Source: an optimization exercise on an open RTL-to-GDS flow (aim: small area, a short achievable clock period and few clock cycles). Production flows keep margins and buffers that such runs may drop. The RTL was checked by simulation tests, not by an equivalence proof against the original design.

## v6
==> module mp_top, before the edit <==
module mp_top
(
    input  logic        clock,
    input  logic        reset_n,
    input  logic        start,
    input  logic        y_wr_en,
    input  logic [1:0]  y_wr_addr,
    input  logic [31:0] y_wr_data,
    input  logic        dict_wr_en,
    input  logic [4:0]  dict_wr_addr,
    input  logic [31:0] dict_wr_data,
    input  logic [2:0]  x_rd_addr,
    output logic [31:0] x_rd_data,
    output logic        busy,
    output logic        done
);
    logic [4:0]  ph;
    logic [4:0]  ph_n;
    logic        accept;
    logic [31:0] dmem [32];
    logic [31:0] r [4];
    logic [31:0] r_n [4];
    logic [31:0] xreg [4];
    logic [31:0] yreg [4];
    logic [47:0] bs [4];
    logic [47:0] bc [4];
    logic [31:0] pb;
    logic [31:0] best_mag;
    logic [31:0] best_val;
    logic [2:0]  best_loc;
    logic [31:0] best_xval;
    logic [2:0]  w1;
    logic [31:0] p1;
    logic [3:0]  sup;
    logic        r_spec;
    logic [2:0]  r_atom;
    logic        b_upd_run;
    logic        b_upd_post;
    logic        c_val;
    logic        c_first;
    logic [2:0]  c_atom;
    assign accept = start && !busy;
    always_comb begin
        if (accept) ph_n = (ph == 5'd23) ? 5'd24 : 5'd1;
        else if (ph == 5'd24) ph_n = busy ? 5'd1 : 5'd0;
        else if (ph != 5'd0) ph_n = ph + 5'd1;
        else ph_n = 5'd0;
    end
    always_ff @(posedge clock) begin
        if (!reset_n) begin
            ph         <= '0;
            busy       <= 1'b0;
            done       <= 1'b0;
            b_upd_run  <= 1'b0;
            b_upd_post <= 1'b0;
            c_val      <= 1'b0;
        end else begin
            done <= (ph == 5'd22);
            if (accept) busy <= 1'b1;
            else if (ph == 5'd22) busy <= 1'b0;
            ph         <= ph_n;
            b_upd_run  <= (ph_n == 5'd12);
            b_upd_post <= (ph_n == 5'd24);
            c_val      <= (ph_n >= 5'd3 && ph_n <= 5'd10) || (ph_n >= 5'd15 && ph_n <= 5'd22);
        end
    end
    always_ff @(posedge clock) begin
        r_spec  <= (ph_n == 5'd10) || (ph_n == 5'd22);
        if (ph_n >= 5'd1 && ph_n <= 5'd7) r_atom <= ph_n[2:0];
        else if (ph_n >= 5'd12 && ph_n <= 5'd19) r_atom <= 3'(ph_n - 5'd12);
        else r_atom <= 3'd0;
        c_first <= (ph_n == 5'd3) || (ph_n == 5'd15);
        c_atom  <= (ph_n <= 5'd10) ? 3'(ph_n - 5'd3) : 3'(ph_n - 5'd15);
    end
    always_ff @(posedge clock) begin
        if (dict_wr_en && !busy) dmem[dict_wr_addr] <= dict_wr_data;
    end
    logic        c_take;
    logic        pick7;
    assign pick7 = r_spec && c_take;
    always_ff @(posedge clock) begin
        for (int i = 0; i < 4; i++) begin
            yreg[i] <= pick7 ? dmem[28 + i] : dmem[{(r_spec ? best_loc : r_atom), 2'(i)}];
            xreg[i] <= r_spec ? (c_take ? pb : best_val) : r_n[i];
        end
    end
    logic [47:0] as [4];
    logic [47:0] ac [4];
    for (genvar i = 0; i < 4; i++) begin : g_lane
        mp_booth_lane lane (.x(xreg[i]), .y(yreg[i]), .s(as[i]), .c(ac[i]));
    end
    always_ff @(posedge clock) begin
        for (int i = 0; i < 4; i++) begin
            bs[i] <= as[i];
            bc[i] <= ac[i];
        end
    end
    logic [47:0] ss, sc, acc;
    mp_csa8 csa (
        .v0(bs[0]), .v1(bc[0]), .v2(bs[1]), .v3(bc[1]),
        .v4(bs[2]), .v5(bc[2]), .v6(bs[3]), .v7(bc[3]),
        .s(ss), .c(sc)
    );
    assign acc = ss + sc;
    always_ff @(posedge clock) begin
        pb <= acc[47:16];
    end
    logic [16:0] lo [4];
    logic [31:0] us [4];
    logic [31:0] uc [4];
    logic [32:0] usum [4];
    always_comb begin
        for (int i = 0; i < 4; i++) begin
            lo[i]   = {1'b0, bs[i][15:0]} + {1'b0, bc[i][15:0]};
            us[i]   = r[i] ^ bs[i][47:16] ^ bc[i][47:16];
            uc[i]   = {(r[i][30:0] & ~bs[i][46:16]) | (r[i][30:0] & ~bc[i][46:16]) |
                       (~bs[i][46:16] & ~bc[i][46:16]), ~lo[i][16]};
            usum[i] = {us[i], 1'b1} + {uc[i], 1'b1};
            if (y_wr_en && !busy && y_wr_addr == 2'(i)) begin
                r_n[i] = y_wr_data;
            end else if (b_upd_run || (b_upd_post && !sup[i])) begin
                r_n[i] = usum[i][32:1];
            end else begin
                r_n[i] = r[i];
            end
        end
    end
    always_ff @(posedge clock) begin
        for (int i = 0; i < 4; i++) begin
            r[i] <= r_n[i];
            sup[i] <= y_wr_en && !busy && y_wr_addr == 2'(i);
        end
    end
    logic [31:0] c_mag;
    logic [31:0] c_ones;
    logic [31:0] c_xval;
    always_comb begin
        c_mag  = pb[31] ? -pb : pb;
        c_ones = pb ^ {32{pb[31]}};
        c_take = c_first || (c_ones > best_mag) || (pb[31] && c_ones == best_mag);
        c_xval = pb + ((c_atom == w1) ? p1 : 32'd0);
    end
    always_ff @(posedge clock) begin
        if (c_val && c_take) begin
            best_mag  <= c_mag;
            best_val  <= pb;
            best_loc  <= c_atom;
            best_xval <= c_xval;
        end
        if (b_upd_run) begin
            w1 <= best_loc;
            p1 <= best_val;
        end
    end
    logic sel_best;
    logic sel_w1;
    logic sel_best_n;
    logic sel_w1_n;
    always_comb begin
        sel_best_n = (c_val && c_take) ? (x_rd_addr == c_atom) : (x_rd_addr == best_loc);
        sel_w1_n   = (x_rd_addr == (b_upd_run ? best_loc : w1)) && !sel_best_n;
    end
    always_ff @(posedge clock) begin
        sel_best <= sel_best_n;
        sel_w1   <= sel_w1_n;
    end
    assign x_rd_data = ({32{sel_best}} & best_xval) | ({32{sel_w1}} & p1);
endmodule
clock: 12.5 ns
lec_check: 0
abc_area: 1
cap_margin: 20
core_margin: 2
core_utilization: 40
setup_slack_margin: 5
slew_margin: 20
run.sh (not shown) runs the stock make flow with config.mk's settings and CLKGATE_MAP_FILE= SYNTH_SCRIPT=/design/flow/synth_recipe.tcl, a recipe that flattens the netlist after the stock synthesis.
Testbench counts of v6, summed over its fixed seeds: cycles 4,256.
diff inputs: v6 => v7
diff --git a/flow/design.v b/flow/design.v
--- a/flow/design.v
+++ b/flow/design.v
@@ -4158,4 +4158,5 @@
     logic [2:0]  w1;
     logic [31:0] p1;
+    logic [2:0]  xa;
     logic [3:0]  sup;
     logic        r_spec;
@@ -4232,19 +4233,12 @@
         pb <= acc[47:16];
     end
-    logic [16:0] lo [4];
-    logic [31:0] us [4];
-    logic [31:0] uc [4];
-    logic [32:0] usum [4];
+    logic [47:0] prod [4];
     always_comb begin
         for (int i = 0; i < 4; i++) begin
-            lo[i]   = {1'b0, bs[i][15:0]} + {1'b0, bc[i][15:0]};
-            us[i]   = r[i] ^ bs[i][47:16] ^ bc[i][47:16];
-            uc[i]   = {(r[i][30:0] & ~bs[i][46:16]) | (r[i][30:0] & ~bc[i][46:16]) |
-                       (~bs[i][46:16] & ~bc[i][46:16]), ~lo[i][16]};
-            usum[i] = {us[i], 1'b1} + {uc[i], 1'b1};
+            prod[i] = bs[i] + bc[i];
             if (y_wr_en && !busy && y_wr_addr == 2'(i)) begin
                 r_n[i] = y_wr_data;
             end else if (b_upd_run || (b_upd_post && !sup[i])) begin
-                r_n[i] = usum[i][32:1];
+                r_n[i] = r[i] - prod[i][47:16];
             end else begin
                 r_n[i] = r[i];
@@ -4259,10 +4253,8 @@
     end
     logic [31:0] c_mag;
-    logic [31:0] c_ones;
     logic [31:0] c_xval;
     always_comb begin
         c_mag  = pb[31] ? -pb : pb;
-        c_ones = pb ^ {32{pb[31]}};
-        c_take = c_first || (c_ones > best_mag) || (pb[31] && c_ones == best_mag);
+        c_take = c_first || (c_mag > best_mag);
         c_xval = pb + ((c_atom == w1) ? p1 : 32'd0);
     end
@@ -4279,16 +4271,8 @@
         end
     end
-    logic sel_best;
-    logic sel_w1;
-    logic sel_best_n;
-    logic sel_w1_n;
-    always_comb begin
-        sel_best_n = (c_val && c_take) ? (x_rd_addr == c_atom) : (x_rd_addr == best_loc);
-        sel_w1_n   = (x_rd_addr == (b_upd_run ? best_loc : w1)) && !sel_best_n;
-    end
     always_ff @(posedge clock) begin
-        sel_best <= sel_best_n;
-        sel_w1   <= sel_w1_n;
+        xa <= x_rd_addr;
     end
-    assign x_rd_data = ({32{sel_best}} & best_xval) | ({32{sel_w1}} & p1);
+    assign x_rd_data = (xa == best_loc) ? best_xval :
+                       (xa == w1) ? p1 : 32'd0;
 endmodule
==> comparison <==
Compared with v6, in v7 clock period minus worst slack rose 240 ps, number of sequential storage elements about even. Against v6, v7 reports a clock-buffer cell count that is higher. Per the comparison of v7 with v6, post-detailed-routing wire length +about 7%; global routing met2 resource utilization increased by 1.8 points relative to the old numbers. v7 vs. v6: sequential share of cell area lost 0.96 points, final hold slack picked up an extra 96 ps.
Testbench counts of v7, summed over its fixed seeds: cycles 4,256.

==> port drivers added, routing unchanged <==
Ports are ideal in the flow. The routed layouts listed here were re-timed in OpenROAD.
Step 1, drivers: a clkbuf_16 drives clock and a buf_2 each remaining input, both assumed.
Step 2 also shifts input and output timing later by t, the mid clock arrival at the registers, as if the neighbouring blocks saw the same clock.
Three values: ideal, step 1, step 2; two values: the first two.
| run | t, ns | setup slack, ns | worst setup path at the end |
|---|---|---|---|
| v6 | 1.027 | 6.748 / 6.748 / 6.748 | register to register |
| v7 | 1.064 | 6.513 / 6.513 / 6.513 | register to register |
After both steps setup and hold are still met in every run listed.
